Background: an optimization exercise with open tools, aiming at small area. Do not read the settings as production practice. Only simulation tests tie the RTL to the original design; equivalence was not proved. No activity file was given, so power comes from the tool's default toggle rates.

==> design/flow/design.v <==
package clock_divider_pkg;
  localparam int CDM_MIN_DIV           = 2;
  localparam int CDM_DUTY_HALF         = 0;
  localparam int CDM_DEFAULT_NUM_CH    = 4;
  localparam int CDM_DEFAULT_CH_IDX_W  = 2;
  localparam int CDM_DEFAULT_DIV_WIDTH = 24;
  localparam int CDM_DEFAULT_DIV       = 12000000;
endpackage
module clock_divider_ch
#(
  parameter int DIV_WIDTH   = clock_divider_pkg::CDM_DEFAULT_DIV_WIDTH,
  parameter int DEFAULT_DIV = clock_divider_pkg::CDM_DEFAULT_DIV
) (
  input  logic                 clk,
  input  logic                 rst,
  input  logic                 en,
  input  logic                 sync,
  input  logic                 cfg_we,
  input  logic [DIV_WIDTH-1:0] cfg_h_n,
  input  logic [DIV_WIDTH-1:0] cfg_lm1_n,
  output logic                 div_out,
  output logic                 tick,
  output logic                 pending
);
  localparam int RST_DEFF = (DEFAULT_DIV < clock_divider_pkg::CDM_MIN_DIV) ?
                            clock_divider_pkg::CDM_MIN_DIV : DEFAULT_DIV;
  localparam logic [DIV_WIDTH-1:0] RST_H     = DIV_WIDTH'(RST_DEFF / 2);
  localparam logic [DIV_WIDTH-1:0] RST_LM1   = DIV_WIDTH'(RST_DEFF - RST_DEFF / 2 - 1);
  localparam logic [DIV_WIDTH-1:0] ONE       = DIV_WIDTH'(1);
  localparam logic [DIV_WIDTH-1:0] RST_H_N   = ~RST_H;
  localparam logic [DIV_WIDTH-1:0] RST_LM1_N = ~RST_LM1;
  localparam logic [DIV_WIDTH-1:0] ONE_N     = ~ONE;
  logic [DIV_WIDTH-1:0] r_h_act, r_l_act, r_sh_h, r_sh_l, r_cnt;
  logic                 r_div_out, r_tick, r_pending, r_park, r_first, r_dflt;
  logic [DIV_WIDTH-1:0] w_dec, w_cnt_nxt;
  logic [DIV_WIDTH:0]   w_c;
  logic                 w_hi_zero, w_is0, w_is1, w_is2, w_h1, w_l0, w_at_end, w_apply, w_run;
  logic                 w_sel_h, w_sel_l, w_s_h, w_s_l, w_s_kh, w_s_kl, w_s_dec, w_div_nxt, w_tick_nxt;
  assign w_h1      = ~r_dflt & (r_h_act == ONE_N);
  assign w_l0      = ~r_dflt & (&r_l_act);
  always_comb begin
    w_c[0] = 1'b1;
    for (int i = 0; i < DIV_WIDTH; i++) begin
      w_dec[i]  = r_cnt[i] ^ w_c[i];
      w_c[i+1]  = w_c[i] & r_cnt[i];
    end
  end
  assign w_hi_zero = &r_cnt[DIV_WIDTH-1:2];
  assign w_is0     = w_hi_zero &  r_cnt[1] &  r_cnt[0];
  assign w_is1     = w_hi_zero &  r_cnt[1] & ~r_cnt[0];
  assign w_is2     = w_hi_zero & ~r_cnt[1] &  r_cnt[0];
  assign w_at_end  = r_park | (~r_div_out & w_is0);
  assign w_apply   = r_pending & (w_at_end | sync);
  assign w_run     = en & ~sync;
  assign w_sel_h   = r_first & ~w_h1;
  assign w_sel_l   = r_first ? w_h1 : (r_div_out & w_is2);
  assign w_s_h     = w_sel_h & ~r_dflt;
  assign w_s_l     = w_sel_l & ~r_dflt;
  assign w_s_kh    = w_sel_h & r_dflt;
  assign w_s_kl    = w_sel_l & r_dflt;
  assign w_s_dec   = ~(w_sel_h | w_sel_l);
  assign w_cnt_nxt = ({DIV_WIDTH{w_s_h}}  & r_h_act)   | ({DIV_WIDTH{w_s_l}}  & r_l_act) |
                     ({DIV_WIDTH{w_s_kh}} & RST_H_N)   | ({DIV_WIDTH{w_s_kl}} & RST_LM1_N) |
                     ({DIV_WIDTH{w_s_dec}} & w_dec);
  always_comb begin
    w_div_nxt  = 1'b0;
    w_tick_nxt = 1'b0;
    if (w_run) begin
      if (w_at_end) begin
        w_div_nxt  = 1'b1;
      end else if (w_sel_l) begin
        w_tick_nxt = w_l0;
      end else begin
        w_div_nxt  = r_div_out;
        w_tick_nxt = ~r_div_out & w_is1;
      end
    end
  end
  always_ff @(posedge clk or posedge rst) begin
    if (rst) begin
      r_div_out <= 1'b0;
      r_tick    <= 1'b0;
      r_pending <= 1'b0;
      r_park    <= 1'b1;
      r_dflt    <= 1'b1;
    end else begin
      r_div_out <= w_div_nxt;
      r_tick    <= w_tick_nxt;
      r_park    <= ~w_run;
      if (w_apply) r_dflt <= 1'b0;
      if (cfg_we) r_pending <= 1'b1;
      else if (w_apply) r_pending <= 1'b0;
    end
  end
  always_ff @(posedge clk) begin
    r_cnt   <= w_cnt_nxt;
    r_first <= w_run & w_at_end;
    if (w_apply) begin
      r_h_act <= r_sh_h;
      r_l_act <= r_sh_l;
    end
    if (!r_pending) begin
      r_sh_h <= cfg_h_n;
      r_sh_l <= cfg_lm1_n;
    end
  end
  assign div_out = r_div_out;
  assign tick    = r_tick;
  assign pending = r_pending;
endmodule
module clock_divider_multi
#(
  parameter int NUM_CH      = clock_divider_pkg::CDM_DEFAULT_NUM_CH,
  parameter int CH_IDX_W    = clock_divider_pkg::CDM_DEFAULT_CH_IDX_W,
  parameter int DIV_WIDTH   = clock_divider_pkg::CDM_DEFAULT_DIV_WIDTH,
  parameter int DEFAULT_DIV = clock_divider_pkg::CDM_DEFAULT_DIV
) (
  input  logic                 clk,
  input  logic                 rst,
  input  logic [NUM_CH-1:0]    en,
  input  logic                 cfg_valid,
  output logic                 cfg_ready,
  input  logic [CH_IDX_W-1:0]  cfg_ch,
  input  logic [DIV_WIDTH-1:0] cfg_div,
  input  logic [DIV_WIDTH-1:0] cfg_high,
  input  logic                 sync_req,
  output logic                 sync_busy,
  output logic [NUM_CH-1:0]    div_out,
  output logic [NUM_CH-1:0]    tick,
  output logic [NUM_CH-1:0]    pending
);
  logic [31:0]          w_ch_ext;
  logic [NUM_CH-1:0]    w_sel;
  logic [NUM_CH-1:0]    w_we;
  logic                 w_sync;
  logic [DIV_WIDTH-1:0] w_d_eff, w_x, w_s, w_dm1, w_h, w_lm1;
  logic [DIV_WIDTH:0]   w_c, w_b;
  logic                 w_d_lt2, w_h_zero;
  assign w_d_lt2  = ~|cfg_div[DIV_WIDTH-1:1];
  assign w_d_eff  = w_d_lt2 ? DIV_WIDTH'(2) : cfg_div;
  assign w_h_zero = ~|cfg_high;
  assign w_x      = w_h_zero ? (w_d_eff >> 1) : cfg_high;
  localparam int BLK  = 4;
  localparam int NBLK = (DIV_WIDTH + BLK - 1) / BLK;
  logic [DIV_WIDTH-1:0] w_p, w_g;
  logic [NBLK:0]        w_bc;
  logic [NBLK-1:0]      w_bg, w_bp;
  always_comb begin
    w_b[0] = 1'b1;
    for (int i = 0; i < DIV_WIDTH; i++) begin
      w_dm1[i]   = w_d_eff[i] ^ w_b[i];
      w_b[i+1]   = w_b[i] & ~w_d_eff[i];
      w_p[i]     = w_d_eff[i] ^ ~w_x[i];
      w_g[i]     = w_d_eff[i] & ~w_x[i];
    end
    for (int k = 0; k < NBLK; k++) begin
      w_bg[k] = 1'b0;
      w_bp[k] = 1'b1;
      for (int j = 0; j < BLK; j++) begin
        if (k * BLK + j < DIV_WIDTH) begin
          w_bg[k] = w_g[k*BLK+j] | (w_p[k*BLK+j] & w_bg[k]);
          w_bp[k] = w_bp[k] & w_p[k*BLK+j];
        end
      end
    end
    w_bc[0] = 1'b0;
    for (int k = 0; k < NBLK; k++)
      w_bc[k+1] = w_bg[k] | (w_bp[k] & w_bc[k]);
    for (int i = 0; i < DIV_WIDTH; i++) begin
      if (i % BLK == 0) w_c[i] = w_bc[i / BLK];
      w_s[i]   = w_p[i] ^ w_c[i];
      w_c[i+1] = w_g[i] | (w_p[i] & w_c[i]);
    end
    w_c[DIV_WIDTH] = w_bc[NBLK];
  end
  assign w_h   = w_c[DIV_WIDTH] ? w_x : w_dm1;
  assign w_lm1 = w_c[DIV_WIDTH] ? w_s : '0;
  assign w_ch_ext = 32'(cfg_ch);
  assign cfg_ready = ~|(w_sel & pending);
  assign sync_busy = sync_req;
  assign w_sync    = sync_req;
  for (genvar g = 0; g < NUM_CH; g++) begin : g_ch
    assign w_sel[g] = (w_ch_ext == 32'(g));
    assign w_we[g]  = cfg_valid & w_sel[g] & ~pending[g];
    clock_divider_ch #(
      .DIV_WIDTH  (DIV_WIDTH),
      .DEFAULT_DIV(DEFAULT_DIV)
    ) u_ch (
      .clk     (clk),
      .rst     (rst),
      .en      (en[g]),
      .sync    (w_sync),
      .cfg_we  (w_we[g]),
      .cfg_h_n  (~w_h),
      .cfg_lm1_n(~w_lm1),
      .div_out (div_out[g]),
      .tick    (tick[g]),
      .pending (pending[g])
    );
  end
endmodule
==> design/flow/flow/run.sh <==
#!/bin/bash
# The standard layout, with the port buffers made of the smallest buffer cell.
set -e
export BUFFER_PORTS_ARGS="-buffer_cell sky130_fd_sc_hd__buf_1"
bash standard.sh > standard.log 2>&1
==> design/flow/standard.sh <==
#!/bin/bash
# synth_recipe.tcl (not shown) runs the flow's synth.tcl, then flattens the netlist and writes it again
# the make line also repeats each setting of config.mk as NAME=value (left out here)
make -C /OpenROAD-flow-scripts/flow DESIGN_CONFIG=/design/flow/config.mk WORK_HOME=/design/flow/orfs CLKGATE_MAP_FILE= SYNTH_SCRIPT=/design/flow/synth_recipe.tcl "${@:-finish}"
==> design/flow/config.mk <==
export PLATFORM = sky130hd
export DESIGN_NAME = clock_divider_multi
export DESIGN_NICKNAME = clock_divider_multi
export VERILOG_FILES = /design/flow/design.v
export SDC_FILE = /design/flow/constraint.sdc
export NUM_CORES = 4
export LEC_CHECK = 0
export CAP_MARGIN = 20
export CORE_MARGIN = 2
export CORE_UTILIZATION = 65
export CTS_BUF_LIST = sky130_fd_sc_hd__clkbuf_16
export CTS_CLUSTER_DIAMETER = 60
export CTS_CLUSTER_SIZE = 30
export SLEW_MARGIN = 20
==> design/flow/constraint.sdc <==
create_clock -name core_clock -period 11.0 [get_ports {clk}]
set_input_delay 2.2000 -clock core_clock [delete_from_list [all_inputs] [get_ports {clk}]]
set_output_delay 2.2000 -clock core_clock [all_outputs]
set_load 0.01 [all_outputs]
==> metrics.sh, run 1 <==
RRSETUPSLACK_NS=6.04
FINAL_ANTENNA_NET_COUNT=0
CRIT_ARRIVAL_NS=8.07
MAXSLEWHEADROOM_PCT=21.46
ROUTE.TOP_LAYER_USED='met4'
CPPEAKSTAGEDELAY_NS=0.38
CP_DATA_REQUIRED_TIME_NS=11.36
HOLD_END='g_ch[2].u_ch.r_h_act[16]'
DESIGN.CORE.AREA_MM2=0.03083
SYNTH-SEQ-AREA-SHARE_PCT=68.65
RUN_STATUS='complete, no violations'
GRT-OVFL-TOTAL=0
WORST_SETUP_PATH_START_KIND='input pin'
TIMING.RR.END='g_ch[2].u_ch.r_cnt[23]'
TIMING.FINAL.WS_SETUP_NS=3.298
SYN_NETS=1621
CRIT_SLOWEST_CELL='sky130_fd_sc_hd__nor4_1'
SETUP_TOTAL_NEGATIVE_SLACK_NS=0
WL_MET3_UM=3703
TIMING.MAX_CAP.VIOLATIONS=0
HOLD_PATH_STARTPOINT='g_ch[2].u_ch.r_sh_h[16]'
TRITONCTS='done'
SEQ_POWER_SHARE_PCT=58.3
NETS=1661
DP_SLACK_NS=2.757
FLOORPLAN_DIE_AREA_MM2=0.03291
MIN_DELAY_PATH_CLASS='reg2reg'
POST_DRT_VIA_CELL_RATIO=6.272
DIE_WIDTH_UM=181.4
FIRST_PASS_GRT_WIRE_LENGTH_UM=69400
CLKPWRFRAC_PCT=30.7
PORT_BUFFERS=71
FINALHOLDVIOLCOUNT=0
SYNTH_ASYNC_SR_FLOP_SHARE_PCT=3.968
POST_CTS_RESIZE_COUNT=0
RSZ0062_AT_GRT='false'
CTS_BUFFERS=30
PLACE.DETAILED.HPWL_UM=32870
DRV_SLEW=0
MAPPEDNETLISTAREA_MM2=0.02046
LAYOUT.CELLS.MOST_COMMON='sky130_fd_sc_hd__edfxtp_1'
CELL_DEPTH_OF_THE_WORST_HOLD_PATH=0
SYNTH_TOP_FLOP_CELL='sky130_fd_sc_hd__edfxtp_1'
FINAL.PERIOD_UTILIZATION_PCT=70.02
CRITICAL_PATH_PEAK_FANOUT=4
H_TREE_DEPTH=1
SYNTHESIS.INSTANCES=1414
CRIT_PATH_FREQUENT_CELL='sky130_fd_sc_hd__ha_1'
SYNTH-WARNING-COUNT=2
AREA.GROWTH.SYNTH_TO_FINAL_PCT=8.183
WORST_SETUP_PATH_END_KIND='flop'
FLOORPLAN.DIE.HEIGHT_UM=181.4
ANTENNA_FOUND_INITIAL=0
MEAN_ROUTED_WIRELENGTH_PER_CELL_UM=24.85
CRITICAL_PATH_CLASS='in2reg'
POSTCTSSETUPBUFFERS=0
LEAKAGE_nW=8.006
SYNTH.FF_LATCH_COUNT=504
POWER.SWITCHING_FRACTION_PCT=26.55
R2R_CELLS=25
AVGSYNTHCELLAREA_UM2=14.47
CTS_HOLD_BUFFERS=0
DETAILROUTE.VIA_COUNT=11767
SYNTH.LIB_CELLS_USED.DISTINCT=72
INITIALDRTVIOLATIONCOUNT=1390
HOLD_WS_NS=0.4211
DPL-INSTANCE-AREA_MM2=0.02099
SYNTH_EDF_COUNT=384
P_INT_mW=3.079
CTS_BUFFER_DEPTH=3
FINAL_LAYOUT_SIZE_SUFFIX_GT1_SHARE_PCT=8.390
PLACEMENTROWS=64
DRCVIOLATIONCOUNT=0
DETAILEDROUTE.FIRSTPASSITERATIONCOUNT=5
ROUTED_WL_UM=46620
DETAIL_ROUTE.WIRELENGTH.MET1_UM=20860
CLOCK-ROOT-BUFFER='sky130_fd_sc_hd__clkbuf_16'
POWER_DENSITY_mW_PER_MM2=189.4
FINAL_UTIL_PCT=71.79
GRT_PASS1_VIAS=11126
CLOCK_SINK_COUNT=504
ACHIEVABLE-FREQUENCY_MHz=129.8
TRACK_USAGE_PCT=28.79
R2R-START='g_ch[2].u_ch.r_cnt[0]'
WORST_CLOCK_SKEW_NS=0.01336
CLOCK_PIN_SLEW_ON_THE_WORST_SETUP_AND_HOLD_PATHS_NS=0.09
INITIAL_CORE_UTIL_PCT=66.36
WORST_PIN_SLEW_NS=1.145
GP_ROUTABILITY_CONGESTION=0.9272
P_SW_mW=1.113
DESIGN.PORTCOUNT=72
LAYOUT.CELLS.MOST_COMMON_LIST='384 x sky130_fd_sc_hd__edfxtp_1, 131 x sky130_fd_sc_hd__ha_1, 100 x sky130_fd_sc_hd__dfxtp_1, 97 x sky130_fd_sc_hd__nand2_1, 83 x sky130_fd_sc_hd__nor2_1'
FINAL_PERIOD_MINUS_WORST_SETUP_SLACK_NS=7.702
PEAKVDDDROP_uV=167.4
FINAL-SETUP-VIOL-COUNT=0
CLOCK_INSERTION_DELAY_WORST_SKEW_NS=0.59
COMB_POWER_SHARE_PCT=11.0
MET2WIRELENGTH_UM=20780
GRT_START_MAX_NET_PINS=50
DESIGN_AREA_MM2=0.02213
flip-flops by register name, summed over array words and instances, names as in the netlist, 96 cells and up:
signal	count
g_ch.u_ch.r_cnt	96
g_ch.u_ch.r_h_act	96
g_ch.u_ch.r_l_act	96
g_ch.u_ch.r_sh_h	96
g_ch.u_ch.r_sh_l	96
layer usage:
layer	GRT usage, %	up-vias
li1	-	5450
met2	43.65	506
met1	45.08	5738
met3	3.450	73
met5	0	-
met4	7.317	0
area by class of cell:
cell class / count / area [um^2]
diodes: 2 / 5.005
clock buffers: 31 / 775.7
clock inverters: 25 / 354.1
fillers: 2050 / 8698
inverters: 51 / 193.9
multi-input cells: 783 / 5899
flip-flops and latches: 504 / 14040
well taps: 396 / 495.5
repair buffers: 84 / 364.1
cells in the mapped netlist, drive strengths merged, types with 5 or more instances:
cell type,n,area share (%)
dfrtp,12,1.5
a221o,19,0.93
and2,5,0.15
nor4,20,0.82
a31oi,9,0.41
mux2i,7,0.34
nand3,21,0.51
ha,131,8.0
nor2,90,1.7
inv,50,0.92
mux2,20,1.1
nand2,97,1.8
buf,28,0.94
o22ai,7,0.21
nor3,14,0.37
or2,5,0.18
clkbuf,48,0.88
a21oi,54,1.3
a41oi,5,0.21
fa,18,1.8
dfstp,8,1.0
a22oi,30,1.1
edfxtp,384,56
dfxtp,100,9.8
o21a,7,0.26
xor2,6,0.26
a32oi,11,0.47
a21o,6,0.22
o21ai,62,1.5
nor2b,11,0.34
nand4,64,2.0
nand2b,14,0.43
o32ai,14,0.60
metrics by stage:
stage | std cells | total power [mW]
after floorplan | 1414 | 2.734
after global placement | 1818 | 2.927
after detailed placement | 1818 | 2.946
after CTS | 1874 | 4.210
after global routing | 1874 | 4.354
final | 1876 | 4.192
worst max-delay path by stage:
| stage | start | end | slack [ns] |
|---|---|---|---|
| after CTS | cfg_div[18] | g_ch[0].u_ch.r_sh_h[23] | 3.34 |
| after global routing | cfg_div[18] | g_ch[3].u_ch.r_sh_h[23] | 3.01 |
| final | cfg_div[18] | g_ch[3].u_ch.r_sh_h[23] | 3.30 |
| after floorplan | cfg_div[18] | g_ch[0].u_ch.r_sh_h[22] | 3.41 |
| after detailed placement | cfg_div[18] | g_ch[1].u_ch.r_sh_h[23] | 2.76 |
| after global placement | cfg_div[18] | g_ch[0].u_ch.r_sh_h[22] | 2.89 |
cells by family (layout without fill, tap and decap cells):
group                    Yosys count  in the layout  share of synthesized area, %
other                              0              2                             0
AND/OR/NAND/NOR                  354            354                         8.832
multiplexers                      28             28                         1.554
AO/OA/AOI/OAI                    242            242                         8.006
buffers and inverters            127            191                         2.758
adder cells (fa/ha/maj)          149            149                         9.774
XOR/XNOR                          10             10                        0.4281
flip-flops                       504            504                         68.65
power groups by stage:
stage / registers, mW / logic [mW] / clock network (mW)
final: 2.44 / 0.461 / 1.29
after global routing: 2.47 / 0.511 / 1.37
after CTS: 2.44 / 0.460 / 1.31
after detailed placement: 2.49 / 0.458 / 0
after global placement: 2.48 / 0.450 / 0
after floorplan: 2.44 / 0.294 / 0
worst max-delay path: cells and delay by family:
family / cells / cell delay (ns)
adder cells (fa/ha/maj): 22 / 4.40
XOR/XNOR: 1 / 0.14
multiplexers: 1 / 0.32
AO/OA/AOI/OAI: 1 / 0.22
buffers and inverters: 2 / 0.23
AND/OR/NAND/NOR: 2 / 0.54
==> run 2, diff against run 1 <==
--- a/design/flow/config.mk
+++ b/design/flow/config.mk
@@ -9,6 +9,6 @@
 export CORE_MARGIN = 2
-export CORE_UTILIZATION = 65
+export CORE_UTILIZATION = 40
 export CTS_BUF_LIST = sky130_fd_sc_hd__clkbuf_16
-export CTS_CLUSTER_DIAMETER = 60
-export CTS_CLUSTER_SIZE = 30
+export CTS_CLUSTER_DIAMETER = 50
+export CTS_CLUSTER_SIZE = 20
 export SLEW_MARGIN = 20
==> run 2 against run 1 <==
Compared with the run above:
- via count grew 0.88%
- first-iteration DRC count fell by 10%
- flip-flop and latch count did not move
- critical path type unchanged
- clock-buffer cell count is 11 higher
- fmax fell by 0.46%
- power rose by 6.3%
- clock power grew about 20%
- highest routed layer unchanged
- sequential power about the same
- area after synthesis is the same
- critical endpoint is now g_ch[1].u_ch.r_sh_h[23]
- sequential share of layout area down 1.9 points
==> metrics.sh, run 2 <==
DESIGN.CORE.AREA_MM2=0.05027
POST_DRT_VIA_CELL_RATIO=5.473
WORST_SETUP_PATH_START_KIND='input pin'
CP_DATA_REQUIRED_TIME_NS=11.32
FLOORPLAN_DIE_AREA_MM2=0.05297
FINALHOLDVIOLCOUNT=0
YOSYS-TOP-CELLS-COUNT='384 x sky130_fd_sc_hd__edfxtp_1, 131 x sky130_fd_sc_hd__ha_1, 100 x sky130_fd_sc_hd__dfxtp_1'
SYNTH_ASYNC_SR_FLOP_SHARE_PCT=3.968
SYNTHESIS.INSTANCES=1414
MEAN_ROUTED_WIRELENGTH_PER_CELL_UM=23.07
DETAILEDROUTE.FIRSTPASSITERATIONCOUNT=5
WORST_PIN_SLEW_NS=1.130
SYNTH-WARNING-COUNT=2
SYNTH.FF_LATCH_COUNT=504
CLOCK_PIN_SLEW_ON_THE_WORST_SETUP_AND_HOLD_PATHS_NS=0.07
PORT_BUFFERS=71
CRIT_PATH_FREQUENT_CELL='sky130_fd_sc_hd__ha_1'
TIMING.CRITICAL_PATH.BUF_INV=2
LEAKAGE_nW=8.179
WORST_CLOCK_SKEW_NS=0.02216
GP_ROUTABILITY_CONGESTION=0.8811
CLOCK_SINK_COUNT=504
WORST_SETUP_PATH_END_KIND='flop'
MIN_DELAY_PATH_CLASS='reg2reg'
DETAILROUTE.VIA_COUNT=11871
POWER_DENSITY_mW_PER_MM2=195.4
CTS_BUFFERS=41
CRIT_ARRIVAL_NS=8.06
AREA.GROWTH.SYNTH_TO_FINAL_PCT=11.49
FINAL_LAYOUT_SIZE_SUFFIX_GT1_SHARE_PCT=9.365
TRACK_USAGE_PCT=18.98
PLACE.DETAILED.HPWL_UM=34590
MAPPEDNETLISTAREA_MM2=0.02046
CRITICAL_PATH_CLASS='in2reg'
RRSETUPSLACK_NS=6.06
CLOCK_INSERTION_DELAY_WORST_SKEW_NS=0.55
CRIT_SLOWEST_CELL='sky130_fd_sc_hd__nor4_1'
CRITICAL_PATH_PEAK_FANOUT=4
CTS_BUFFER_DEPTH=3
SYNTH_TOP_AREA_SHARE_PCT=56.37
DRV_SLEW=0
SYNTH_EDF_COUNT=384
POSTCTSSETUPBUFFERS=0
POST_CTS_RESIZE_COUNT=0
MAXSLEWHEADROOM_PCT=24.70
DRCVIOLATIONCOUNT=0
INITIALDRTVIOLATIONCOUNT=1246
SYNTH_AREA_LEADER_CELL='sky130_fd_sc_hd__edfxtp_1'
DP_SLACK_NS=2.716
CTS_HOLD_BUFFERS=0
CLOCK-ROOT-BUFFER='sky130_fd_sc_hd__clkbuf_16'
SYNTH_TOP_CELLS_BY_AREA='sky130_fd_sc_hd__edfxtp_1 56%, sky130_fd_sc_hd__dfxtp_1 9.8%, sky130_fd_sc_hd__ha_1 8.0%'
NETS=1673
RSZ0062_AT_GRT='false'
TIMING.MAX_CAP.VIOLATIONS=0
ACHIEVABLE-FREQUENCY_MHz=129.2
DIE_WIDTH_UM=230.1
SYNTH-SEQ-AREA-SHARE_PCT=68.65
FLOORPLAN.DIE.HEIGHT_UM=230.1
CPPEAKSTAGEDELAY_NS=0.40
INITIAL_CORE_UTIL_PCT=40.69
PLACEMENTROWS=82
ANTENNA_FOUND_INITIAL=11
FIRST_PASS_GRT_WIRE_LENGTH_UM=74120
SYNTH_TOP_FLOP_CELL='sky130_fd_sc_hd__edfxtp_1'
AVGSYNTHCELLAREA_UM2=14.47
FINAL.PERIOD_UTILIZATION_PCT=70.35
PEAKVDDDROP_uV=99.17
ROUTED_WL_UM=50040
GRT_START_MAX_NET_PINS=50
FINAL_ANTENNA_NET_COUNT=0
FINAL_PERIOD_MINUS_WORST_SETUP_SLACK_NS=7.738
CPLARGESTDELAYFAMILY='adder cells'
HOLD_WS_NS=0.4114
SYNTH.LIB_CELLS_USED.DISTINCT=72
GRT-OVFL-TOTAL=0
SETUP_TOTAL_NEGATIVE_SLACK_NS=0
TRITONCTS='done'
GRT_PASS1_VIAS=11394
LEADING_CELL_TYPE_BY_NUMBER_OF_INSTANCES_AFTER_SYNTHESIS='sky130_fd_sc_hd__edfxtp_1'
LAYOUT.FILLER_CELLS=4455
LAYOUT.CELLS.MOST_COMMON='sky130_fd_sc_hd__edfxtp_1'
RUN_STATUS='complete, no violations'
LAYOUT.CELLS.MOST_COMMON_LIST='384 x sky130_fd_sc_hd__edfxtp_1, 131 x sky130_fd_sc_hd__ha_1, 100 x sky130_fd_sc_hd__dfxtp_1, 97 x sky130_fd_sc_hd__nand2_1, 83 x sky130_fd_sc_hd__nor2_1'
DESIGN.PORTCOUNT=72
FINAL-SETUP-VIOL-COUNT=0
TIMING.FINAL.WS_SETUP_NS=3.262
H_TREE_DEPTH=2
SYN_NETS=1621
-- run 2: metal layers --
layer | up-vias | part of all wire [%] | track usage, %
li1 | 5486 | - | -
met1 | 5885 | 46 | 28.26
met2 | 438 | 45 | 29.08
met3 | 62 | 6.5 | 2.555
met4 | 0 | 2.5 | 5.302
met5 | - | 0 | 0
-- run 2: final timing paths --
| check | start | to | cells after the start |
|---|---|---|---|
| max | cfg_div[18] | g_ch[1].u_ch.r_sh_h[23] | 29 |
| min | g_ch[1].u_ch.r_sh_l[17] | g_ch[1].u_ch.r_l_act[17] | 0 |
| max reg2reg | g_ch[0].u_ch.r_cnt[0] | g_ch[0].u_ch.r_cnt[23] | 25 |
| min reg2reg | g_ch[1].u_ch.r_sh_l[17] | g_ch[1].u_ch.r_l_act[17] | 0 |
| max in group asynchronous | rst | g_ch[2].u_ch.r_park | 3 |
| min in group asynchronous | rst | g_ch[1].u_ch.r_div_out | 3 |
-- run 2: area by class of cell --
| cell class | count | area, um^2 | share of cell area (%) |
|---|---|---|---|
| Sequential cell | 504 | 14040 | 61.58 |
| Multi-Input combinational cell | 783 | 5896 | 25.85 |
| Clock buffer | 42 | 1051 | 4.608 |
| Tap cell | 672 | 840.8 | 3.687 |
| Clock inverter | 30 | 405.4 | 1.777 |
| Timing Repair Buffer | 85 | 371.6 | 1.629 |
| Inverter | 51 | 193.9 | 0.8503 |
| Antenna cell | 2 | 5.005 | 0.02194 |
-- run 2: through the flow --
| step | cells | util (%) | total power, mW | area, um^2 |
|---|---|---|---|---|
| floorplan | 1414 | - | 2.734 | 20460 |
| global placement | 2095 | 42.45 | 2.932 | 21340 |
| detailed placement | 2095 | 42.45 | 2.951 | 21340 |
| CTS | 2167 | 45.35 | 4.496 | 22800 |
| global route | 2167 | 45.36 | 4.642 | 22800 |
| finish | 2169 | 45.37 | 4.457 | 22810 |
-- run 2: worst register-to-register path: cells and delay by family (launching register included) --
kind | cells | cell delay, ns
adder cells (fa/ha/maj) | 22 | 4.10
flip-flops | 1 | 0.35
AO/OA/AOI/OAI | 1 | 0.20
XOR/XNOR | 1 | 0.14
AND/OR/NAND/NOR | 1 | 0.06
-- run 2: logic make-up (layout without fill, tap and decap cells) --
kind of cell | count (synthesis) | count (layout) | synth area share, %
AOI/OAI and AO/OA | 242 | 242 | 8.006
xor gates and xnor gates | 10 | 10 | 0.4281
adders and majority gates | 149 | 149 | 9.774
buffers and inverters | 127 | 208 | 2.758
DFF | 504 | 504 | 68.65
muxes | 28 | 28 | 1.554
other | 0 | 2 | 0
and+or+nand+nor | 354 | 354 | 8.832
-- run 2: power by group --
group / internal [mW] / switching, mW
registers: 2.33 / 0.114
logic: 0.168 / 0.296
clock network: 0.829 / 0.721
==> run 3, diff against run 2 <==
--- a/design/flow/config.mk
+++ b/design/flow/config.mk
@@ -9,6 +9,7 @@
 export CORE_MARGIN = 2
-export CORE_UTILIZATION = 40
+export CORE_UTILIZATION = 75
 export CTS_BUF_LIST = sky130_fd_sc_hd__clkbuf_16
 export CTS_CLUSTER_DIAMETER = 50
-export CTS_CLUSTER_SIZE = 20
+export CTS_CLUSTER_SIZE = 40
+export PLACE_DENSITY = 0.85
 export SLEW_MARGIN = 20
==> run 3 against run 2 <==
Compared with the run above:
- sequential share of layout area increased by 1.5 points
- routed wire length up 3.5%
- critical path depth fell by 1
- global-route usage increased by 17 points
- worst setup slack better by 0.0021 ns
- largest cell class unchanged
==> metrics.sh, run 3 <==
GRT_PASS1_VIAS=12370
PLACE.DETAILED.HPWL_UM=33240
RRSETUPSLACK_NS=5.76
DESIGN_AREA_MM2=0.02227
CRIT_ARRIVAL_NS=8.00
FINAL_ANTENNA_NET_COUNT=0
CRITICAL_PATH_CLASS='in2reg'
CLOCK_SINK_COUNT=504
PORT_BUFFERS=71
SYNTH_TOP_FLOP_CELL='sky130_fd_sc_hd__edfxtp_1'
ANTENNA_FOUND_INITIAL=8
MIN_DELAY_PATH_CLASS='reg2reg'
NETS=1665
LAYOUT.CELLS.MOST_COMMON='sky130_fd_sc_hd__edfxtp_1'
CRIT_PATH_END='g_ch[1].u_ch.r_sh_h[22]'
TIMING.RR.END='g_ch[1].u_ch.r_cnt[23]'
ACHIEVABLE-FREQUENCY_MHz=129.3
CPPEAKSTAGEDELAY_NS=0.37
R2R-START='g_ch[1].u_ch.r_cnt[0]'
FLOORPLAN.DIE.HEIGHT_UM=169.2
DESIGN_POWER_TOTAL_mW=4.414
DETAILEDROUTE.FIRSTPASSITERATIONCOUNT=9
CRITICAL_PATH_PEAK_FANOUT=4
SYNTH_ASYNC_SR_FLOP_SHARE_PCT=3.968
POST_CTS_RESIZE_COUNT=0
GRT_START_MAX_NET_PINS=50
SYNTH_AREA_LEADER_CELL='sky130_fd_sc_hd__edfxtp_1'
LEAKAGE_nW=8.108
SYNTH.FF_LATCH_COUNT=504
TIMING.CRITICAL_PATH.BUF_INV=2
CPLARGESTDELAYFAMILY='adder cells'
INITIALDRTVIOLATIONCOUNT=2245
AVGSYNTHCELLAREA_UM2=14.47
GRT-OVFL-TOTAL=0
TRACK_USAGE_PCT=36.46
CTS_BUFFER_DEPTH=3
FINAL_PERIOD_MINUS_WORST_SETUP_SLACK_NS=7.736
MULTIINPUTGATEAREA_MM2=0.005892
POST_DRT_VIA_CELL_RATIO=7.080
MEAN_ROUTED_WIRELENGTH_PER_CELL_UM=28.29
SYNTH_TOP_AREA_SHARE_PCT=56.37
SYNTH_EDF_COUNT=384
SYNTHESIS.INSTANCES=1414
TRITONCTS='done'
PEAKVDDDROP_uV=158.6
POWER_DENSITY_mW_PER_MM2=198.2
DIE_WIDTH_UM=169.2
CLOCK_PIN_SLEW_ON_THE_WORST_SETUP_AND_HOLD_PATHS_NS=0.10
CTS_BUFFERS=34
FIRST_PASS_GRT_WIRE_LENGTH_UM=75240
R2R_CELLS=24
MAPPEDNETLISTAREA_MM2=0.02046
WP_DEPTH=28
CLOCK_INSERTION_DELAY_WORST_SKEW_NS=0.55
FINALHOLDVIOLCOUNT=0
SYNTH-SEQ-AREA-SHARE_PCT=68.65
LAYOUT.CELLS.MOST_COMMON_LIST='384 x sky130_fd_sc_hd__edfxtp_1, 131 x sky130_fd_sc_hd__ha_1, 100 x sky130_fd_sc_hd__dfxtp_1, 97 x sky130_fd_sc_hd__nand2_1, 83 x sky130_fd_sc_hd__nor2_1'
POSTCTSSETUPBUFFERS=0
INITIAL_CORE_UTIL_PCT=76.12
SYNTH_TOP_CELLS_BY_AREA='sky130_fd_sc_hd__edfxtp_1 56%, sky130_fd_sc_hd__dfxtp_1 9.8%, sky130_fd_sc_hd__ha_1 8.0%'
DPL-INSTANCE-AREA_MM2=0.02091
WORST_PIN_SLEW_NS=1.065
CRIT_SLOWEST_CELL='sky130_fd_sc_hd__nor4_1'
AREA.SEQUENTIAL_MM2=0.01404
RUN_STATUS='complete, no violations'
RSZ0062_AT_GRT='false'
MAXSLEWHEADROOM_PCT=29.00
PLACEMENTROWS=60
TIMING.MAX_CAP.VIOLATIONS=0
FLOORPLAN_DIE_AREA_MM2=0.02861
YOSYS-TOP-CELLS-COUNT='384 x sky130_fd_sc_hd__edfxtp_1, 131 x sky130_fd_sc_hd__ha_1, 100 x sky130_fd_sc_hd__dfxtp_1'
FINAL_LAYOUT_SIZE_SUFFIX_GT1_SHARE_PCT=8.693
CRIT_PATH_FREQUENT_CELL='sky130_fd_sc_hd__ha_1'
SYNTH.LIB_CELLS_USED.DISTINCT=72
DRCVIOLATIONCOUNT=0
SYN_NETS=1621
SETUP_TOTAL_NEGATIVE_SLACK_NS=0
WORST_SETUP_PATH_END_KIND='flop'
LEADING_CELL_TYPE_BY_NUMBER_OF_INSTANCES_AFTER_SYNTHESIS='sky130_fd_sc_hd__edfxtp_1'
WORST_SETUP_PATH_START_KIND='input pin'
AREA.GROWTH.SYNTH_TO_FINAL_PCT=8.850
CRITPATHLAUNCH='cfg_div[18]'
WORST_CLOCK_SKEW_NS=0.02911
DESIGN.PORTCOUNT=72
DRV_SLEW=0
H_TREE_DEPTH=2
LAYOUT.FILLER_CELLS=1289
CTS_HOLD_BUFFERS=0
SYNTH-WARNING-COUNT=2
DETAILROUTE.VIA_COUNT=12964
FINAL-SETUP-VIOL-COUNT=0
DESIGN.CORE.AREA_MM2=0.02688
GP_ROUTABILITY_CONGESTION=0.9817
CP_DATA_REQUIRED_TIME_NS=11.27
ROUTED_WL_UM=51800
FINAL.PERIOD_UTILIZATION_PCT=70.33
CLOCK-ROOT-BUFFER='sky130_fd_sc_hd__clkbuf_16'
-- run 3: cell counts after synthesis --
Identical to the previous run, type by type.
-- run 3: power breakdown --
part / internal, mW / switching, mW
Sequential: 2.33 / 0.136
Clock: 0.690 / 0.756
Combinational: 0.176 / 0.325
Total: 3.20 / 1.22
-- run 3: through the flow --
stage,utilization [%],hold slack (ns),setup WS [ns],std cells
2_1_floorplan,-,0.4003,3.410,1414
3_3_place_gp,77.80,0.4005,2.860,1762
3_5_place_dp,77.80,0.4045,2.802,1762
4_1_cts,82.72,0.4127,3.336,1824
5_1_grt,82.80,0.4174,2.870,1825
6_report,82.85,0.4174,3.264,1831
-- run 3: cell type report --
cell class	instances	share of cell area (%)
repair buffers	84	1.691
clock inverters	25	1.781
well taps	341	1.916
diodes	6	0.06743
clock buffers	37	4.158
multi-input cells	783	26.46
inverters	51	0.8597
flip-flops and latches	504	63.07
-- run 3: worst min-delay path by stage --
| stage | from | depth (start not counted) | end | slack [ns] |
|---|---|---|---|---|
| after global routing | g_ch[1].u_ch.r_sh_h[21] | 0 | g_ch[1].u_ch.r_h_act[21] | 0.42 |
| after CTS | g_ch[2].u_ch.r_sh_l[9] | 0 | g_ch[2].u_ch.r_l_act[9] | 0.41 |
| final | g_ch[1].u_ch.r_sh_h[21] | 0 | g_ch[1].u_ch.r_h_act[21] | 0.42 |
| after detailed placement | g_ch[0].u_ch.r_sh_h[18] | 0 | g_ch[0].u_ch.r_h_act[18] | 0.40 |
| after global placement | g_ch[1].u_ch.r_sh_l[9] | 0 | g_ch[1].u_ch.r_l_act[9] | 0.40 |
| after floorplan | g_ch[0].u_ch.r_sh_h[0] | 0 | g_ch[0].u_ch.r_h_act[0] | 0.40 |
-- run 3: per-layer routing --
| layer | vias up | wire [um] | GRT usage, % |
|---|---|---|---|
| met3 | 223 | 6804 | 9.841 |
| met1 | 6185 | 18500 | 49.65 |
| met4 | 14 | 2881 | 18.32 |
| li1 | 5459 | - | - |
| met5 | - | 103 | 0 |
| met2 | 1083 | 23510 | 55.24 |
-- run 3: cells by family after synthesis --
group / after synthesis / share of synthesized area (%)
flip-flops: 504 / 68.65
multiplexers: 28 / 1.554
AND/OR/NAND/NOR: 354 / 8.832
AO/OA/AOI/OAI: 242 / 8.006
XOR/XNOR: 10 / 0.4281
buffers and inverters: 127 / 2.758
adder cells (fa/ha/maj): 149 / 9.774
==> run 4, diff against run 3 <==
--- a/design/flow/config.mk
+++ b/design/flow/config.mk
@@ -9,7 +9,6 @@
 export CORE_MARGIN = 2
-export CORE_UTILIZATION = 75
-export CTS_BUF_LIST = sky130_fd_sc_hd__clkbuf_16
-export CTS_CLUSTER_DIAMETER = 50
-export CTS_CLUSTER_SIZE = 40
-export PLACE_DENSITY = 0.85
+export CORE_UTILIZATION = 65
+export CTS_BUF_LIST = sky130_fd_sc_hd__clkbuf_8
+export CTS_CLUSTER_DIAMETER = 40
+export CTS_CLUSTER_SIZE = 20
 export SLEW_MARGIN = 20
==> run 4 against run 3 <==
Compared with the run above:
- clock skew hardly changed
- clock power down 13%
- critical path type unchanged
- largest power group unchanged
- sequential share of layout area rose by 0.31 points
- fmax rose by 1.1%
- area after synthesis is the same
- global-route usage fell by 7.3 points
- power is 5.6% lower
- worst hold slack lost 0.011 ns
- clock-buffer cell count up 13
- core utilization down 11 points
==> metrics.sh, run 4 <==
CPLARGESTDELAYFAMILY='adder cells'
CLOCK_PIN_SLEW_ON_THE_WORST_SETUP_AND_HOLD_PATHS_NS=0.11
LAYOUT.CELLS.MOST_COMMON_LIST='384 x sky130_fd_sc_hd__edfxtp_1, 131 x sky130_fd_sc_hd__ha_1, 100 x sky130_fd_sc_hd__dfxtp_1, 97 x sky130_fd_sc_hd__nand2_1, 83 x sky130_fd_sc_hd__nor2_1'
RRSETUPSLACK_NS=6.03
CTS_BUFFER_DEPTH=3
CRIT_SLOWEST_CELL='sky130_fd_sc_hd__nor4_1'
SYNTH_TOP_FLOP_CELL='sky130_fd_sc_hd__edfxtp_1'
SYNTH.FF_LATCH_COUNT=504
SYNTHESIS.INSTANCES=1414
GRT_PASS1_VIAS=11283
TIMING.CRITICAL_PATH.BUF_INV=2
MAXSLEWHEADROOM_PCT=23.59
INITIALDRTVIOLATIONCOUNT=1284
ROUTED_WL_UM=47240
SYNTH_EDF_COUNT=384
CTS_BUFFERS=49
SYNTH_ASYNC_SR_FLOP_SHARE_PCT=3.968
GRT_START_MAX_NET_PINS=50
CLOCK_INSERTION_DELAY_WORST_SKEW_NS=0.61
HOLD_WS_NS=0.4063
SETUP_TOTAL_NEGATIVE_SLACK_NS=0
TIMING.FINAL.WS_SETUP_NS=3.347
FINAL.PERIOD_UTILIZATION_PCT=69.57
FINAL_PERIOD_MINUS_WORST_SETUP_SLACK_NS=7.653
WORST_SETUP_PATH_START_KIND='input pin'
FLOORPLAN.DIE.HEIGHT_UM=181.4
R2R-START='g_ch[2].u_ch.r_cnt[0]'
WORST_SETUP_PATH_END_KIND='flop'
AREA.GROWTH.SYNTH_TO_FINAL_PCT=8.324
FINAL-SETUP-VIOL-COUNT=0
SYNTH_TOP_AREA_SHARE_PCT=56.37
DESIGN.CORE.AREA_MM2=0.03083
INITIAL_CORE_UTIL_PCT=66.36
LEADING_CELL_TYPE_BY_NUMBER_OF_INSTANCES_AFTER_SYNTHESIS='sky130_fd_sc_hd__edfxtp_1'
LAYOUT.CELLS.MOST_COMMON='sky130_fd_sc_hd__edfxtp_1'
PLACEMENTROWS=64
FINALHOLDVIOLCOUNT=0
CLOCK_SINK_COUNT=504
HOLD_PATH_STARTPOINT='g_ch[1].u_ch.r_sh_l[1]'
SYN_NETS=1621
CPPEAKSTAGEDELAY_NS=0.37
HOLD_END='g_ch[1].u_ch.r_l_act[1]'
SYNTH.LIB_CELLS_USED.DISTINCT=72
CRIT_ARRIVAL_NS=8.03
FLOORPLAN_DIE_AREA_MM2=0.03291
YOSYS-TOP-CELLS-COUNT='384 x sky130_fd_sc_hd__edfxtp_1, 131 x sky130_fd_sc_hd__ha_1, 100 x sky130_fd_sc_hd__dfxtp_1'
CRIT_PATH_FREQUENT_CELL='sky130_fd_sc_hd__ha_1'
FIRST_PASS_GRT_WIRE_LENGTH_UM=69900
LEAKAGE_nW=8.039
SYNTH_TOP_CELLS_BY_AREA='sky130_fd_sc_hd__edfxtp_1 56%, sky130_fd_sc_hd__dfxtp_1 9.8%, sky130_fd_sc_hd__ha_1 8.0%'
POST_CTS_RESIZE_COUNT=0
SYNTH-WARNING-COUNT=2
DETAILEDROUTE.FIRSTPASSITERATIONCOUNT=7
CTS_HOLD_BUFFERS=0
LAYOUT.FILLER_CELLS=2056
RUN_STATUS='complete, no violations'
DRV_SLEW=0
MEAN_ROUTED_WIRELENGTH_PER_CELL_UM=24.72
CRITICAL_PATH_CLASS='in2reg'
CELL_DEPTH_OF_THE_WORST_HOLD_PATH=0
MAPPEDNETLISTAREA_MM2=0.02046
PORT_BUFFERS=71
SYNTH_AREA_LEADER_CELL='sky130_fd_sc_hd__edfxtp_1'
TIMING.MAX_CAP.VIOLATIONS=0
TRACK_USAGE_PCT=29.13
H_TREE_DEPTH=2
TIMING.RR.END='g_ch[2].u_ch.r_cnt[23]'
AVGSYNTHCELLAREA_UM2=14.47
WORST_PIN_SLEW_NS=1.114
GRT-OVFL-TOTAL=0
POWER_DENSITY_mW_PER_MM2=188.0
PLACE.DETAILED.HPWL_UM=32870
FINISH.CELL_COUNT_WITHOUT_FILLERS=1911
FINAL_ANTENNA_NET_COUNT=0
RSZ0062_AT_GRT='false'
CP_DATA_REQUIRED_TIME_NS=11.38
DIE_WIDTH_UM=181.4
POST_DRT_VIA_CELL_RATIO=6.257
MIN_DELAY_PATH_CLASS='reg2reg'
DP_SLACK_NS=2.757
FINAL_UTIL_PCT=71.88
SYNTH-SEQ-AREA-SHARE_PCT=68.65
ACHIEVABLE-FREQUENCY_MHz=130.7
DRCVIOLATIONCOUNT=0
DPL.CELL_COUNT=1818
CLOCK-ROOT-BUFFER='sky130_fd_sc_hd__clkbuf_8'
ANTENNA_FOUND_INITIAL=0
WORST_CLOCK_SKEW_NS=0.02862
DESIGN.PORTCOUNT=72
DETAILROUTE.VIA_COUNT=11957
FINAL_LAYOUT_SIZE_SUFFIX_GT1_SHARE_PCT=10.51
PEAKVDDDROP_uV=120.8
NETS=1680
CRITICAL_PATH_PEAK_FANOUT=4
TRITONCTS='done'
POSTCTSSETUPBUFFERS=0
R2R_CELLS=25
GP_ROUTABILITY_CONGESTION=0.9272
-- run 4: power breakdown --
part | switching (mW) | internal, mW
registers | 0.116 | 2.33
clock network | 0.739 | 0.522
logic | 0.293 | 0.168
total | 1.15 | 3.02
-- run 4: stage by stage --
step / area, um^2 / power [mW]
2_1_floorplan: 20460 / 2.734
3_3_place_gp: 20990 / 2.927
3_5_place_dp: 20990 / 2.946
4_1_cts: 22150 / 4.188
5_1_grt: 22160 / 4.339
6_report: 22160 / 4.167
-- run 4: cell type report --
| cell class | instances | area (um^2) | share of cell area [%] |
|---|---|---|---|
| flip-flops and latches | 504 | 14040 | 63.37 |
| multi-input cells | 783 | 5899 | 26.62 |
| clock buffers | 50 | 688.2 | 3.105 |
| well taps | 396 | 495.5 | 2.236 |
| clock inverters | 41 | 470.5 | 2.123 |
| repair buffers | 84 | 364.1 | 1.643 |
| inverters | 51 | 193.9 | 0.8752 |
| diodes | 2 | 5.005 | 0.02258 |
-- run 4: logic make-up (layout without fill, tap and decap cells) --
| family | count (synthesis) | after routing | share of synthesized area (%) |
|---|---|---|---|
| AO/OA/AOI/OAI | 242 | 242 | 8.006 |
| XOR/XNOR | 10 | 10 | 0.4281 |
| adder cells (fa/ha/maj) | 149 | 149 | 9.774 |
| buffers and inverters | 127 | 226 | 2.758 |
| flip-flops | 504 | 504 | 68.65 |
| multiplexers | 28 | 28 | 1.554 |
| other | 0 | 2 | 0 |
| AND/OR/NAND/NOR | 354 | 354 | 8.832 |
-- run 4: per-layer routing --
metal | share of wire [%] | track usage [%]
met2 | 45 | 44.05
met1 | 45 | 45.00
met4 | 2.5 | 7.545
met3 | 8.0 | 4.432
met5 | 0 | 0
-- run 4: worst max path at each step --
stage,start,endpoint,cells past startpoint,slack [ns]
floorplan,cfg_div[18],g_ch[0].u_ch.r_sh_h[22],27,3.41
global placement,cfg_div[18],g_ch[0].u_ch.r_sh_h[22],28,2.89
detailed placement,cfg_div[18],g_ch[1].u_ch.r_sh_h[23],29,2.76
CTS,cfg_div[18],g_ch[1].u_ch.r_sh_h[23],29,3.39
global route,cfg_div[18],g_ch[1].u_ch.r_sh_h[23],29,3.10
finish,cfg_div[18],g_ch[1].u_ch.r_sh_h[23],29,3.35
-- run 4: worst reg2reg max path, cell delays in order (launching register included) --
cell and delay [ns]:
sky130_fd_sc_hd__dfxtp_1 0.38, sky130_fd_sc_hd__ha_1 0.23, sky130_fd_sc_hd__ha_1 0.19, sky130_fd_sc_hd__ha_1 0.18, sky130_fd_sc_hd__ha_1 0.19, sky130_fd_sc_hd__ha_1 0.18, sky130_fd_sc_hd__ha_1 0.18, sky130_fd_sc_hd__ha_1 0.18
sky130_fd_sc_hd__ha_1 0.18, sky130_fd_sc_hd__ha_1 0.18, sky130_fd_sc_hd__ha_1 0.19, sky130_fd_sc_hd__ha_1 0.19, sky130_fd_sc_hd__ha_1 0.18, sky130_fd_sc_hd__ha_1 0.18, sky130_fd_sc_hd__ha_1 0.19, sky130_fd_sc_hd__ha_1 0.19
sky130_fd_sc_hd__ha_1 0.18, sky130_fd_sc_hd__ha_1 0.18, sky130_fd_sc_hd__ha_1 0.18, sky130_fd_sc_hd__ha_1 0.18, sky130_fd_sc_hd__ha_1 0.19, sky130_fd_sc_hd__ha_1 0.18, sky130_fd_sc_hd__ha_1 0.19, sky130_fd_sc_hd__xor2_1 0.14
sky130_fd_sc_hd__o32ai_1 0.16, sky130_fd_sc_hd__nor2_1 0.08
==> run 5, diff against run 4 <==
==> design/flow/flow/run.sh (replaced) <==
#!/bin/bash
# The standard layout, with the port buffers made of the smallest buffer cell and a clock
# tree built without dummy loads.
set -e
export BUFFER_PORTS_ARGS="-buffer_cell sky130_fd_sc_hd__buf_1"
export CTS_ARGS="-sink_clustering_enable -repair_clock_nets -dont_use_dummy_load -sink_clustering_size 20 -sink_clustering_max_diameter 40 -buf_list sky130_fd_sc_hd__clkbuf_8"
bash standard.sh > standard.log 2>&1
--- a/design/flow/config.mk
+++ b/design/flow/config.mk
@@ -10,5 +10,2 @@
 export CORE_UTILIZATION = 65
-export CTS_BUF_LIST = sky130_fd_sc_hd__clkbuf_8
-export CTS_CLUSTER_DIAMETER = 40
-export CTS_CLUSTER_SIZE = 20
 export SLEW_MARGIN = 20
==> run 5 against run 4 <==
Compared with the run above:
- still clean on timing, DRC and antenna
- worst hold slack got worse by 0.025 ns
- clock-buffer cell count decreased by 1
- die area unchanged
- core utilization decreased by 1.5 points
- first-iteration DRC count increased by 7.6%
- critical endpoint unchanged
- highest routed layer unchanged
==> metrics.sh, run 5 <==
ANTENNA_FOUND_INITIAL=0
SYNTH-SEQ-AREA-SHARE_PCT=68.65
SYNTH_EDF_COUNT=384
CTS_HOLD_BUFFERS=0
WORST_SETUP_PATH_END_KIND='flop'
SEQ_POWER_SHARE_PCT=63.5
CRIT_SLOWEST_CELL='sky130_fd_sc_hd__nor4_1'
CRITICAL_PATH_PEAK_FANOUT=4
ACHIEVABLE-FREQUENCY_MHz=130.5
AREA.SEQUENTIAL_MM2=0.01404
AREA.GROWTH.SYNTH_TO_FINAL_PCT=6.018
WORST_SETUP_PATH_START_KIND='input pin'
POWER_DENSITY_mW_PER_MM2=177.5
INITIAL_CORE_UTIL_PCT=66.36
CLKPWRFRAC_PCT=24.5
TIMING.MAX_CAP.VIOLATIONS=0
LAYOUT.CELLS.MOST_COMMON='sky130_fd_sc_hd__edfxtp_1'
LEAKAGE_nW=7.815
AVGSYNTHCELLAREA_UM2=14.47
FINAL_LAYOUT_SIZE_SUFFIX_GT1_SHARE_PCT=8.090
GRT_START_MAX_NET_PINS=50
PLACE.DETAILED.HPWL_UM=32870
TIMING.CRITICAL_PATH.BUF_INV=2
LAYOUT.FILLER_CELLS=2094
SYNTH-WARNING-COUNT=2
MAPPEDNETLISTAREA_MM2=0.02046
CRIT_PATH_FREQUENT_CELL='sky130_fd_sc_hd__ha_1'
LAYOUT.CELLS.MOST_COMMON_LIST='384 x sky130_fd_sc_hd__edfxtp_1, 131 x sky130_fd_sc_hd__ha_1, 100 x sky130_fd_sc_hd__dfxtp_1, 97 x sky130_fd_sc_hd__nand2_1, 83 x sky130_fd_sc_hd__nor2_1'
FINAL.PERIOD_UTILIZATION_PCT=69.67
MULTIINPUTGATEAREA_MM2=0.005899
GRT_PASS1_VIAS=11271
CP_DATA_REQUIRED_TIME_NS=11.35
GRT-OVFL-TOTAL=0
RSZ0062_AT_GRT='false'
CLOCK_PIN_SLEW_ON_THE_WORST_SETUP_AND_HOLD_PATHS_NS=0.10
POST_DRT_VIA_CELL_RATIO=6.331
FINAL-SETUP-VIOL-COUNT=0
SYN_NETS=1621
PORT_BUFFERS=71
ROUTED_WL_UM=47060
P_SW_uW=955.1
FINAL_ANTENNA_NET_COUNT=0
FLOORPLAN_DIE_AREA_MM2=0.03291
SETUP_TOTAL_NEGATIVE_SLACK_NS=0
GP_ROUTABILITY_CONGESTION=0.9272
POST_CTS_RESIZE_COUNT=0
SYNTH_TOP_CELLS_BY_AREA='sky130_fd_sc_hd__edfxtp_1 56%, sky130_fd_sc_hd__dfxtp_1 9.8%, sky130_fd_sc_hd__ha_1 8.0%'
POSTCTSSETUPBUFFERS=0
CPPEAKSTAGEDELAY_NS=0.37
MAXSLEWHEADROOM_PCT=26.61
COMB_POWER_SHARE_PCT=12.0
PEAKVDDDROP_uV=133.3
POWER.SWITCHING_FRACTION_PCT=24.81
FINAL_PERIOD_MINUS_WORST_SETUP_SLACK_NS=7.664
WORST_PIN_SLEW_NS=1.070
CTS_BUFFERS=49
SYNTH_TOP_AREA_SHARE_PCT=56.37
DESIGN_POWER_TOTAL_mW=3.850
INITIALDRTVIOLATIONCOUNT=1381
H_TREE_DEPTH=2
P_INT_mW=2.895
DETAILEDROUTE.FIRSTPASSITERATIONCOUNT=6
PLACEMENTROWS=64
DRCVIOLATIONCOUNT=0
YOSYS-TOP-CELLS-COUNT='384 x sky130_fd_sc_hd__edfxtp_1, 131 x sky130_fd_sc_hd__ha_1, 100 x sky130_fd_sc_hd__dfxtp_1'
SYNTH.LIB_CELLS_USED.DISTINCT=72
DETAILROUTE.VIA_COUNT=11864
RUN_STATUS='complete, no violations'
WORST_CLOCK_SKEW_NS=0.04833
CRIT_ARRIVAL_NS=8.02
DRV_SLEW=0
HOLD_WS_NS=0.3814
NETS=1680
DESIGN.PORTCOUNT=72
SYNTH_ASYNC_SR_FLOP_SHARE_PCT=3.968
FLOORPLAN.DIE.HEIGHT_UM=181.4
SYNTH_AREA_LEADER_CELL='sky130_fd_sc_hd__edfxtp_1'
FINALHOLDVIOLCOUNT=0
MEAN_ROUTED_WIRELENGTH_PER_CELL_UM=25.11
SYNTHESIS.INSTANCES=1414
FIRST_PASS_GRT_WIRE_LENGTH_UM=69730
DESIGN.CORE.AREA_MM2=0.03083
FINAL_UTIL_PCT=70.35
CLOCK_INSERTION_DELAY_WORST_SKEW_NS=0.60
DIE_WIDTH_UM=181.4
CTS_BUFFER_DEPTH=3
LEADING_CELL_TYPE_BY_NUMBER_OF_INSTANCES_AFTER_SYNTHESIS='sky130_fd_sc_hd__edfxtp_1'
CRITICAL_PATH_CLASS='in2reg'
TRACK_USAGE_PCT=29.07
TRITONCTS='done'
CLOCK_SINK_COUNT=504
SYNTH_TOP_FLOP_CELL='sky130_fd_sc_hd__edfxtp_1'
CLOCK-ROOT-BUFFER='sky130_fd_sc_hd__clkbuf_8'
SYNTH.FF_LATCH_COUNT=504
MIN_DELAY_PATH_CLASS='reg2reg'
CPLARGESTDELAYFAMILY='adder cells'
## run 5: cell count changes in the layout (fill, tap and decap cells not counted), moves of 2 or more
cell	before	now
sky130_fd_sc_hd__clkinv_8	9	0
sky130_fd_sc_hd__clkinvlp_4	5	0
sky130_fd_sc_hd__inv_12	2	0
sky130_fd_sc_hd__inv_6	9	0
sky130_fd_sc_hd__inv_8	11	0
sky130_fd_sc_hd__diode_2	2	7
sky130_fd_sc_hd__inv_1	47	45
## run 5: cell type report
cell class                 count  area share (%)
antenna                        7         0.08077
sequential                   504           64.75
timing repair buffer          84           1.679
inverter                      51          0.8942
clock buffer                  49           3.109
tap                          396           2.285
multi-input combinational    783           27.20
## run 5: power groups by stage
| stage | Sequential (mW) | Combinational (mW) | Clock, mW |
|---|---|---|---|
| after floorplan | 2.44 | 0.294 | 0 |
| after global placement | 2.48 | 0.450 | 0 |
| after detailed placement | 2.49 | 0.458 | 0 |
| after CTS | 2.45 | 0.459 | 0.963 |
| after global routing | 2.47 | 0.511 | 1.03 |
| final | 2.45 | 0.461 | 0.943 |
## run 5: metrics by stage
stage               cells  instance area, um^2  setup slack (ns)
global placement     1818                20990             2.886
global route         1867                21670             3.043
finish               1874                21690             3.336
CTS                  1867                21670             3.356
floorplan            1414                20460             3.410
detailed placement   1818                20990             2.757
## run 5: cells by family (layout without fill, tap and decap cells)
family                     Yosys count  in the layout  synth area share, %
xor gates and xnor gates            10             10               0.4281
buffers and inverters              127            184                2.758
muxes                               28             28                1.554
and+or+nand+nor                    354            354                8.832
adders and majority gates          149            149                9.774
DFF                                504            504                68.65
AOI/OAI and AO/OA                  242            242                8.006
other                                0              7                    0
## run 5: worst paths after layout
kind	from	end	slack [ns]	cells past startpoint
worst max register to register	g_ch[2].u_ch.r_cnt[0]	g_ch[2].u_ch.r_cnt[23]	6.03	25
worst min register to register	g_ch[2].u_ch.r_sh_h[17]	g_ch[2].u_ch.r_h_act[17]	0.38	0
worst min-delay path	g_ch[2].u_ch.r_sh_h[17]	g_ch[2].u_ch.r_h_act[17]	0.38	0
worst max-delay path	cfg_div[18]	g_ch[1].u_ch.r_sh_h[23]	3.34	29
min in group asynchronous	rst	g_ch[1].u_ch.r_tick	1.68	2
max in group asynchronous	rst	g_ch[2].u_ch.r_tick	8.82	2
## run 5: per-layer routing
metal	vias up	global-route usage (%)	share of wire (%)
met5	-	0	0
met4	0	7.675	2.8
met3	80	4.633	7.9
met2	526	43.75	44
met1	5810	44.88	45
li1	5448	-	-
## run 5: worst reg2reg max path, cell delays in order, from the launching register on
cell and delay (ns):
sky130_fd_sc_hd__dfxtp_1 0.36, sky130_fd_sc_hd__ha_1 0.23, sky130_fd_sc_hd__ha_1 0.19, sky130_fd_sc_hd__ha_1 0.18
sky130_fd_sc_hd__ha_1 0.18, sky130_fd_sc_hd__ha_1 0.18, sky130_fd_sc_hd__ha_1 0.19, sky130_fd_sc_hd__ha_1 0.18
sky130_fd_sc_hd__ha_1 0.18, sky130_fd_sc_hd__ha_1 0.18, sky130_fd_sc_hd__ha_1 0.19, sky130_fd_sc_hd__ha_1 0.19
sky130_fd_sc_hd__ha_1 0.18, sky130_fd_sc_hd__ha_1 0.18, sky130_fd_sc_hd__ha_1 0.19, sky130_fd_sc_hd__ha_1 0.19
sky130_fd_sc_hd__ha_1 0.18, sky130_fd_sc_hd__ha_1 0.18, sky130_fd_sc_hd__ha_1 0.18, sky130_fd_sc_hd__ha_1 0.19
sky130_fd_sc_hd__ha_1 0.19, sky130_fd_sc_hd__ha_1 0.18, sky130_fd_sc_hd__ha_1 0.19, sky130_fd_sc_hd__xor2_1 0.14
sky130_fd_sc_hd__o32ai_1 0.16, sky130_fd_sc_hd__nor2_1 0.08
==> run 6, diff against run 5 <==
==> design/flow/flow/run.sh (replaced) <==
#!/bin/bash
# The standard layout, with the port buffers made of the smallest buffer cell and a clock
# tree built without dummy loads.
set -e
export BUFFER_PORTS_ARGS="-buffer_cell sky130_fd_sc_hd__buf_1"
export CTS_ARGS="-sink_clustering_enable -repair_clock_nets -dont_use_dummy_load -sink_clustering_size 30 -sink_clustering_max_diameter 60 -buf_list sky130_fd_sc_hd__clkbuf_16"
bash standard.sh > standard.log 2>&1
==> run 6 against run 5 <==
Compared with the run above:
- synthesized cell count is the same
- combinational power barely moved
- cell area increased by 0.29%
- first-iteration DRC count rose by 1.0%
- global-route usage decreased by 0.30 points
- routed wire length decreased by 1.0%
- worst hold slack gained 0.012 ns
- sequential share of layout area is 0.19 points lower
- clock-buffer cell count shrank 19
- largest power group unchanged
==> metrics.sh, run 6 <==
RUN_STATUS='complete, no violations'
RSZ0062_AT_GRT='false'
FINAL_UTIL_PCT=70.56
CRIT_SLOWEST_CELL='sky130_fd_sc_hd__nor4_1'
SETUP_TOTAL_NEGATIVE_SLACK_NS=0
GRT_PASS1_VIAS=11110
SYNTHESIS.INSTANCES=1414
CRIT_PATH_FREQUENT_CELL='sky130_fd_sc_hd__ha_1'
COMB_POWER_SHARE_PCT=11.7
DESIGN_AREA_MM2=0.02175
POST_CTS_RESIZE_COUNT=0
LAYOUT.FILLER_CELLS=2087
WORST_SETUP_PATH_END_KIND='flop'
SYNTH-SEQ-AREA-SHARE_PCT=68.65
MEAN_ROUTED_WIRELENGTH_PER_CELL_UM=25.18
R2R-START='g_ch[2].u_ch.r_cnt[0]'
CLKPWRFRAC_PCT=26.0
SYNTH-WARNING-COUNT=2
INITIALDRTVIOLATIONCOUNT=1395
CPPEAKSTAGEDELAY_NS=0.37
PLACE.DETAILED.HPWL_UM=32870
YOSYS-TOP-CELLS-COUNT='384 x sky130_fd_sc_hd__edfxtp_1, 131 x sky130_fd_sc_hd__ha_1, 100 x sky130_fd_sc_hd__dfxtp_1'
SYNTH_ASYNC_SR_FLOP_SHARE_PCT=3.968
TIMING.FINAL.WS_SETUP_NS=3.296
FINAL.PERIOD_UTILIZATION_PCT=70.04
WORST_PIN_SLEW_NS=1.109
DESIGN.CORE.AREA_MM2=0.03083
FINAL_LAYOUT_SIZE_SUFFIX_GT1_SHARE_PCT=6.887
LEAKAGE_nW=7.832
CP_DATA_REQUIRED_TIME_NS=11.34
TIMING.RR.END='g_ch[2].u_ch.r_cnt[23]'
CLOCK-ROOT-BUFFER='sky130_fd_sc_hd__clkbuf_16'
TIMING.MAX_CAP.VIOLATIONS=0
DIE_WIDTH_UM=181.4
FINAL_ANTENNA_NET_COUNT=0
SEQ_POWER_SHARE_PCT=62.3
AVGSYNTHCELLAREA_UM2=14.47
MAPPEDNETLISTAREA_MM2=0.02046
CTS_HOLD_BUFFERS=0
PLACEMENTROWS=64
P_INT_mW=2.979
TRITONCTS='done'
DPL-INSTANCE-AREA_MM2=0.02099
SYNTH.LIB_CELLS_USED.DISTINCT=72
MAXSLEWHEADROOM_PCT=23.94
CLOCK_INSERTION_DELAY_WORST_SKEW_NS=0.59
FINAL_PERIOD_MINUS_WORST_SETUP_SLACK_NS=7.704
LAYOUT.CELLS.MOST_COMMON_LIST='384 x sky130_fd_sc_hd__edfxtp_1, 131 x sky130_fd_sc_hd__ha_1, 100 x sky130_fd_sc_hd__dfxtp_1, 97 x sky130_fd_sc_hd__nand2_1, 83 x sky130_fd_sc_hd__nor2_1'
POWER.SWITCHING_FRACTION_PCT=24.15
CTS_BUFFERS=30
SYNTH.FF_LATCH_COUNT=504
CRIT_PATH_END='g_ch[0].u_ch.r_sh_h[23]'
FLOORPLAN.DIE.HEIGHT_UM=181.4
CLOCK_SINK_COUNT=504
DETAILROUTE.VIA_COUNT=11773
SYNTH_EDF_COUNT=384
CRITICAL_PATH_CLASS='in2reg'
AREA.GROWTH.SYNTH_TO_FINAL_PCT=6.330
WORST_CLOCK_SKEW_NS=0.03913
POST_DRT_VIA_CELL_RATIO=6.364
FINAL-SETUP-VIOL-COUNT=0
LAYOUT.CELLS.MOST_COMMON='sky130_fd_sc_hd__edfxtp_1'
SYNTH_AREA_LEADER_CELL='sky130_fd_sc_hd__edfxtp_1'
GRT_START_MAX_NET_PINS=50
GRT-OVFL-TOTAL=0
MIN_DELAY_PATH_CLASS='reg2reg'
PORT_BUFFERS=71
R2R_CELLS=25
DRCVIOLATIONCOUNT=0
GP_ROUTABILITY_CONGESTION=0.9272
SYN_NETS=1621
SYNTH_TOP_CELLS_BY_AREA='sky130_fd_sc_hd__edfxtp_1 56%, sky130_fd_sc_hd__dfxtp_1 9.8%, sky130_fd_sc_hd__ha_1 8.0%'
P_SW_uW=948.5
CELL_DEPTH_OF_THE_WORST_HOLD_PATH=0
INITIAL_CORE_UTIL_PCT=66.36
TRACK_USAGE_PCT=28.76
LEADING_CELL_TYPE_BY_NUMBER_OF_INSTANCES_AFTER_SYNTHESIS='sky130_fd_sc_hd__edfxtp_1'
DETAILEDROUTE.FIRSTPASSITERATIONCOUNT=5
ROUTED_WL_UM=46590
RRSETUPSLACK_NS=6.05
H_TREE_DEPTH=1
SYNTH_TOP_AREA_SHARE_PCT=56.37
DESIGN.PORTCOUNT=72
PEAKVDDDROP_uV=149.4
CLOCK_PIN_SLEW_ON_THE_WORST_SETUP_AND_HOLD_PATHS_NS=0.09
ACHIEVABLE-FREQUENCY_MHz=129.8
SYNTH_TOP_FLOP_CELL='sky130_fd_sc_hd__edfxtp_1'
POWER_DENSITY_mW_PER_MM2=180.6
NETS=1661
FINALHOLDVIOLCOUNT=0
POSTCTSSETUPBUFFERS=0
CRITPATHLAUNCH='cfg_div[18]'
FIRST_PASS_GRT_WIRE_LENGTH_UM=69230
CRITICAL_PATH_PEAK_FANOUT=4
DRV_SLEW=0
ANTENNA_FOUND_INITIAL=2
CRIT_ARRIVAL_NS=8.05
CTS_BUFFER_DEPTH=3
DP_SLACK_NS=2.757
FLOORPLAN_DIE_AREA_MM2=0.03291
WORST_SETUP_PATH_START_KIND='input pin'
run 6: cell counts after synthesis:
No cell type changed its count.
run 6: per-layer routing:
layer	part of all wire [%]	global-route usage, %	vias to the layer above
met1	44	44.66	5766
met5	0	0	-
met2	45	43.60	521
met3	8.1	3.871	72
li1	-	-	5414
met4	2.9	7.545	0
run 6: critical path, delay by kind of cell:
| kind | cells | cell delay [ns] |
|---|---|---|
| fa+ha+maj | 22 | 4.40 |
| simple gates | 2 | 0.53 |
| mux | 1 | 0.33 |
| buf+inv | 2 | 0.23 |
| compound gates | 1 | 0.21 |
| xor+xnor | 1 | 0.14 |
run 6: area by class of cell:
cell class | instances | area (um^2) | share of cell area (%)
clock buffers | 30 | 750.7 | 3.451
well taps | 396 | 495.5 | 2.278
flip-flops and latches | 504 | 14040 | 64.56
multi-input cells | 783 | 5899 | 27.12
diodes | 2 | 5.005 | 0.02301
inverters | 51 | 193.9 | 0.8916
repair buffers | 84 | 364.1 | 1.674
run 6: worst min-delay path by stage:
stage                            start                  endpoint  slack, ns
2_1_floorplan   g_ch[0].u_ch.r_sh_h[0]   g_ch[0].u_ch.r_h_act[0]       0.40
3_3_place_gp    g_ch[1].u_ch.r_sh_h[5]   g_ch[1].u_ch.r_h_act[5]       0.40
3_5_place_dp   g_ch[0].u_ch.r_sh_l[13]  g_ch[0].u_ch.r_l_act[13]       0.40
4_1_cts         g_ch[1].u_ch.r_sh_l[4]   g_ch[1].u_ch.r_l_act[4]       0.38
5_1_grt         g_ch[1].u_ch.r_sh_l[4]   g_ch[1].u_ch.r_l_act[4]       0.39
6_report        g_ch[1].u_ch.r_sh_l[4]   g_ch[1].u_ch.r_l_act[4]       0.39
run 6: metrics by stage:
stage / power [mW] / hold WS (ns) / std cells
final: 3.928 / 0.3932 / 1850
after global routing: 4.081 / 0.3855 / 1848
after CTS: 3.941 / 0.3757 / 1848
after detailed placement: 2.946 / 0.4045 / 1818
after global placement: 2.927 / 0.4002 / 1818
after floorplan: 2.734 / 0.4003 / 1414
run 6: kinds of logic (layout without fill, tap and decap cells):
family                   after synthesis  count (layout)  share of synthesized area (%)
buffers and inverters                127             165                          2.758
AO/OA/AOI/OAI                        242             242                          8.006
flip-flops                           504             504                          68.65
AND/OR/NAND/NOR                      354             354                          8.832
other                                  0               2                              0
adder cells (fa/ha/maj)              149             149                          9.774
XOR/XNOR                              10              10                         0.4281
multiplexers                          28              28                          1.554
run 6: power by group through the flow:
stage	logic [mW]	registers (mW)	clock network, mW
CTS	0.459	2.45	1.04
global route	0.511	2.47	1.10
global placement	0.450	2.48	0
detailed placement	0.458	2.49	0
floorplan	0.294	2.44	0
finish	0.460	2.45	1.02

-- what the ideal ports hide --
The results above use ideal ports. As a check the final layouts listed here were re-extracted and re-timed, cells and wires unchanged. Step 1 assumes that a clkbuf_16 drives the clock port and a buf_2 every other input. Step 2 also shifts input and output timing later by t, the mid clock arrival at the registers, as if the neighbouring blocks saw the same clock. Slacks: ideal ports / drivers / drivers and shift; pairs: ideal ports / drivers.
run	shift t [ns]	setup WS [ns]
run 1	0.636	3.298 / 3.329 / 2.693
run 2	0.595	3.262 / 3.293 / 2.697
run 3	0.584	3.264 / 3.294 / 2.710
run 4	0.649	3.347 / 3.376 / 2.727
run 5	0.632	3.336 / 3.365 / 2.733
run 6	0.621	3.296 / 3.327 / 2.707
After both steps every run listed still meets setup and hold.
